From an optimization exercise on the open Yosys and OpenROAD flow, aimed at small area, a short achievable clock period and few clock cycles per item; shortcuts taken in it are not production practice.

## rev 12
==> flow/design.v <==
`timescale 1ns/1ps
module cnnTop (
    input  logic                            i_clk,
    input  logic                            i_rstN,
    input  logic                            i_wrEn,
    input  logic [6-1:0]          i_wrAddr,
    input  logic [8-1:0]           i_wrData,
    input  logic                            i_start,
    output logic                            o_busy,
    output logic                            o_done,
    output logic signed [24-1:0] o_result,
    output logic                            o_led
);
    function automatic logic [17:0] csaSum(input logic [17:0] a, b, c);
        csaSum = a ^ b ^ c;
    endfunction
    function automatic logic [17:0] csaCry(input logic [17:0] a, b, c);
        csaCry = ((a & b) | (a & c) | (b & c)) << 1;
    endfunction
    logic [3:0] rstPipe;
    always_ff @(posedge i_clk) begin
        rstPipe <= {rstPipe[2:0], !i_rstN};
    end
    logic                   wrQ;
    logic [6-1:0] addrQ;
    logic [8-1:0]  dataQ;
    always_ff @(posedge i_clk) begin
        if (!i_rstN) wrQ <= 1'b0;
        else         wrQ <= i_wrEn;
        addrQ <= i_wrAddr;
        dataQ <= i_wrData;
    end
    logic [8-1:0] mem [64];
    logic [8-1:0] memData;
    assign memData = dataQ & {8{!rstPipe[0]}};
    always_ff @(posedge i_clk) begin
        for (int p = 0; p < 64; p++) begin
            if (rstPipe[0] || (wrQ && addrQ == 6'(p))) mem[p] <= memData;
        end
    end
    logic                  wr1;
    logic [8-1:0] oldPix;
    logic [8-1:0] newPix;
    logic                  r0a, r7a, c0a, c7a;
    always_ff @(posedge i_clk) begin
        wr1    <= wrQ;
        oldPix <= mem[addrQ];
        newPix <= dataQ;
        r0a    <= addrQ[5:3] == 3'd0;
        r7a    <= addrQ[5:3] == 3'd7;
        c0a    <= addrQ[2:0] == 3'd0;
        c7a    <= addrQ[2:0] == 3'd7;
    end
    logic signed [8:0] diff;
    logic              r0, r7, c0, c7;
    always_ff @(posedge i_clk) begin
        diff <= wr1 ? $signed({1'b0, newPix}) - $signed({1'b0, oldPix}) : 9'sd0;
        r0   <= r0a;
        r7   <= r7a;
        c0   <= c0a;
        c7   <= c7a;
    end
    logic rb, cb;
    assign rb = r0 | r7;
    assign cb = c0 | c7;
    logic [5:0] dl;
    logic [5:0] x0, y0, x1, y1, x2, y2;
    logic [5:0] l0Sum, l0Cry, l1Sum, l1Cry, l2Sum, l2Cry;
    logic [5:0] l0, l1, l2;    
    logic [4:0] l3h;           
    logic [5:0] l0Fb, l1Fb, l2Fb;
    logic [4:0] l3Fb;
    assign dl = diff[5:0];
    assign x0 = (rb | cb) ? dl << 2 : dl << 3;
    assign y0 = (rb ^ cb) ? dl << 1 : (rb | cb) ? 6'd0 : dl;
    assign x1 = (cb ? dl << 1 : 6'd0) ^ {6{c0}};
    assign y1 = (cb && !rb ? dl : 6'd0) ^ {6{c0}};
    assign x2 = (rb ? dl << 1 : 6'd0) ^ {6{r0}};
    assign y2 = (rb && !cb ? dl : 6'd0) ^ {6{r0}};
    assign l0Fb = l0 & {6{!rstPipe[2]}};
    assign l1Fb = l1 & {6{!rstPipe[2]}};
    assign l2Fb = l2 & {6{!rstPipe[2]}};
    assign l3Fb = l3h & {5{!rstPipe[2]}};
    assign l0Sum = 6'(csaSum(18'(l0Fb), 18'(x0), 18'(y0)));
    assign l0Cry = 6'(csaCry(18'(l0Fb), 18'(x0), 18'(y0)));
    assign l1Sum = 6'(csaSum(18'(l1Fb), 18'(x1), 18'(y1)));
    assign l1Cry = 6'(csaCry(18'(l1Fb), 18'(x1), 18'(y1))) | 6'(c0);
    assign l2Sum = 6'(csaSum(18'(l2Fb), 18'(x2), 18'(y2)));
    assign l2Cry = 6'(csaCry(18'(l2Fb), 18'(x2), 18'(y2))) | 6'(r0);
    logic [12:0] d13, xq, yq, zq, tqSum, tqCry;
    logic [12:0] tq;
    logic        xs3, xs2, xs1, xn, ys2, ys1, ys0, yn, zs, cOne, cTwo;
    always_comb begin
        {xs3, xs2, xs1, xn, ys2, ys1, ys0, yn, zs, cOne, cTwo} = '0;
        case ({r0, r7, c0, c7})
            4'b0000: {xs3, ys0, yn, cOne}           = '1;
            4'b0010: {xs1, xn, cOne}                = '1;
            4'b0001: {xs3, ys1}                     = '1;
            4'b1000: {xs3, ys2, zs}                 = '1;
            4'b0100: {xs2, xn, ys0, yn, cOne, cTwo} = '1;
            4'b1010: {xs2}                          = '1;
            4'b1001: {xs3, ys2}                     = '1;
            4'b0110: {xs3, xn, cOne}                = '1;
            default: ;
        endcase
    end
    assign d13 = 13'(diff);
    assign xq  = (((d13 << 3) & {13{xs3}}) | ((d13 << 2) & {13{xs2}}) | ((d13 << 1) & {13{xs1}})) ^ {13{xn}};
    assign yq  = (((d13 << 2) & {13{ys2}}) | ((d13 << 1) & {13{ys1}}) | (d13 & {13{ys0}})) ^ {13{yn}};
    assign zq  = d13 & {13{zs}};
    assign tqSum = 13'(csaSum(18'(xq), 18'(yq), 18'(zq)));
    assign tqCry = 13'(csaCry(18'(xq), 18'(yq), 18'(zq))) | 13'(cTwo);
    always_ff @(posedge i_clk) begin
        l0  <= l0Sum + l0Cry;
        l1  <= 6'(({l1Sum, 1'b1} + {l1Cry, c0}) >> 1);
        l2  <= 6'(({l2Sum, 1'b1} + {l2Cry, r0}) >> 1);
        l3h <= l3Fb + dl[4:0];
        tq  <= 13'(({tqSum, 1'b1} + {tqCry, cOne}) >> 1);
    end
    logic [17:0] q;
    logic [7:0]  cU;    
    logic [7:0]  cV;    
    always_ff @(posedge i_clk) begin
        q  <= (q & {18{!rstPipe[3]}}) + {{5{tq[12]}}, tq};
        cU <= 8'(l0) + {1'b0, l1, 1'b0};
        cV <= 8'(l2) + {1'b0, l2, 1'b0} + {2'b0, l3h, 1'b0};
    end
    logic [17:0] rSum, rCry, resFull;
    assign rSum    = csaSum(q, {10'h3ff, ~cU}, {10'd0, cV});
    assign rCry    = csaCry(q, {10'h3ff, ~cU}, {10'd0, cV});
    assign resFull = 18'(({rSum, 1'b1} + {rCry, 1'b1}) >> 1);
    logic       busy;
    logic [4:0] runPipe;
    logic       accept;
    assign accept = i_start && !busy;
    always_ff @(posedge i_clk) begin
        if (!i_rstN) begin
            busy     <= 1'b0;
            runPipe  <= '0;
            o_done   <= 1'b0;
            o_result <= '0;
        end else begin
            runPipe <= {runPipe[3:0], accept};
            o_done  <= runPipe[4];
            if (accept)      busy <= 1'b1;
            else if (o_done) busy <= 1'b0;
            if (runPipe[4]) o_result <= 24'($signed(resFull[17:6]));
        end
    end
    assign o_busy = busy;
    assign o_led  = o_result[24-1];
endmodule
Settings: LEC_CHECK=0, CAP_MARGIN=20, CORE_MARGIN=2, CORE_UTILIZATION=40, CTS_BUF_LIST=sky130_fd_sc_hd__clkbuf_16, CTS_CLUSTER_DIAMETER=80, CTS_CLUSTER_SIZE=30, SETUP_SLACK_MARGIN=5, SLEW_MARGIN=20; clock period 8.0 ns.
standard.sh (not shown) runs the stock make flow with config.mk's settings and CLKGATE_MAP_FILE= SYNTH_SCRIPT=/design/flow/synth_recipe.tcl, a recipe that flattens the netlist after the stock synthesis.
==> flow/flow/run.sh <==
#!/bin/bash
# The standard layout, with clock tree synthesis told not to add dummy loads.
# The CTS arguments are otherwise those the standard flow builds from config.mk.
set -euo pipefail
export CTS_ARGS="-sink_clustering_enable -repair_clock_nets -sink_clustering_size 30 -sink_clustering_max_diameter 80 -buf_list sky130_fd_sc_hd__clkbuf_16 -dont_use_dummy_load"
bash standard.sh finish > standard_make.log 2>&1
diff inputs: rev 12 => rev 13
diff --git a/flow/design.v b/flow/design.v
--- a/flow/design.v
+++ b/flow/design.v
@@ -33,9 +33,23 @@
     logic [8-1:0] mem [64];
     logic [8-1:0] memData;
+    logic [7:0]            rowSel, colSel;
+    logic [64-1:0] wordSel;
+    logic [8-1:0] oldRead;
     assign memData = dataQ & {8{!rstPipe[0]}};
+    always_comb begin
+        for (int i = 0; i < 8; i++) begin
+            rowSel[i] = rstPipe[0] || (wrQ && addrQ[5:3] == 3'(i));
+            colSel[i] = rstPipe[0] || addrQ[2:0] == 3'(i);
+        end
+        for (int p = 0; p < 64; p++) wordSel[p] = rowSel[p / 8] && colSel[p % 8];
+    end
     always_ff @(posedge i_clk) begin
         for (int p = 0; p < 64; p++) begin
-            if (rstPipe[0] || (wrQ && addrQ == 6'(p))) mem[p] <= memData;
+            if (wordSel[p]) mem[p] <= memData;
         end
+    end
+    always_comb begin
+        oldRead = '0;
+        for (int p = 0; p < 64; p++) oldRead = oldRead | (mem[p] & {8{wordSel[p]}});
     end
     logic                  wr1;
@@ -45,5 +59,5 @@
     always_ff @(posedge i_clk) begin
         wr1    <= wrQ;
-        oldPix <= mem[addrQ];
+        oldPix <= oldRead;
         newPix <= dataQ;
         r0a    <= addrQ[5:3] == 3'd0;
@@ -54,4 +68,5 @@
     logic signed [8:0] diff;
     logic              r0, r7, c0, c7;
+    logic              xs3, xs2, xs1, xn, ys2, ys1, ys0, yn, zs, cOne, cTwo;
     always_ff @(posedge i_clk) begin
         diff <= wr1 ? $signed({1'b0, newPix}) - $signed({1'b0, oldPix}) : 9'sd0;
@@ -60,4 +75,16 @@
         c0   <= c0a;
         c7   <= c7a;
+        {xs3, xs2, xs1, xn, ys2, ys1, ys0, yn, zs, cOne, cTwo} <= '0;
+        case ({r0a, r7a, c0a, c7a})
+            4'b0000: {xs3, ys0, yn, cOne}       <= '1;
+            4'b0010: {xs1, xn, cOne}            <= '1;
+            4'b0001: {xs3, ys1}                 <= '1;
+            4'b1000: {xs3, ys2, zs}             <= '1;
+            4'b0100: {xs2, xn, ys0, yn, cOne, cTwo} <= '1;
+            4'b1010: {xs2}                      <= '1;
+            4'b1001: {xs3, ys2}                 <= '1;
+            4'b0110: {xs3, xn, cOne}            <= '1;
+            default: ;
+        endcase
     end
     logic rb, cb;
@@ -90,19 +117,4 @@
     logic [12:0] d13, xq, yq, zq, tqSum, tqCry;
     logic [12:0] tq;
-    logic        xs3, xs2, xs1, xn, ys2, ys1, ys0, yn, zs, cOne, cTwo;
-    always_comb begin
-        {xs3, xs2, xs1, xn, ys2, ys1, ys0, yn, zs, cOne, cTwo} = '0;
-        case ({r0, r7, c0, c7})
-            4'b0000: {xs3, ys0, yn, cOne}           = '1;
-            4'b0010: {xs1, xn, cOne}                = '1;
-            4'b0001: {xs3, ys1}                     = '1;
-            4'b1000: {xs3, ys2, zs}                 = '1;
-            4'b0100: {xs2, xn, ys0, yn, cOne, cTwo} = '1;
-            4'b1010: {xs2}                          = '1;
-            4'b1001: {xs3, ys2}                     = '1;
-            4'b0110: {xs3, xn, cOne}                = '1;
-            default: ;
-        endcase
-    end
     assign d13 = 13'(diff);
     assign xq  = (((d13 << 3) & {13{xs3}}) | ((d13 << 2) & {13{xs2}}) | ((d13 << 1) & {13{xs1}})) ^ {13{xn}};
Rev 13 completed end to end with timing, DRC and antenna clean.
Run comparison: rev 12 capture point of the worst path oldPix[4]; rev 13 capture point of the worst path tq[12]
For the number of antenna violations at the first check in global routing, rev 13 came in 2 higher than rev 12 did.
Between rev 12 and rev 13, the cell count went up.
Hold slack: rev 13 vs rev 12 up 0.025 ns
Diff rev 12 -> rev 13: xor and xnor area share after synthesis ~0 delta; global placement routability congestion -about 0.33%; routed wire length -8.7%; global-route usage -2.2 points; sequential share of the synthesized area +0.37 points.
Diff rev 12 -> rev 13 | number of inverters outside the clock class in the layout | decrease of about 4%
No functional check of the RTL was part of any run of this note.

-- separate check: timing with driven ports --
No port has a modelled driver above. Below, the same layouts with a new extraction and two added sets of constraints. Step 1, drivers: a clkbuf_16 drives i_clk and a buf_2 each remaining input, both assumed. Step 2 times the ports against the registers' clock, not the clock port: input delays grow and output delays shrink by t, the midpoint of the rising clock arrivals with the driver on. a / b / c = no drivers / after step 1 / after step 2; a / b = the first two.
run | shift t [ns] | slack for setup (ns) | latest minus earliest clock arrival (ns) | worst register clock-pin slew, ns
rev 12 | 0.635 | 5.016 / 5.016 / 4.675 | 0.126 / 0.127 | 0.12 / 0.12
rev 13 | 0.682 | 4.657 / 4.657 / 4.608 | 0.147 / 0.147 | 0.12 / 0.12
After both steps every run listed still meets setup and hold. For rev 12, which loses most, drivers alone change the setup slack by 0.000 ns; drivers and shift together by -0.341 ns.
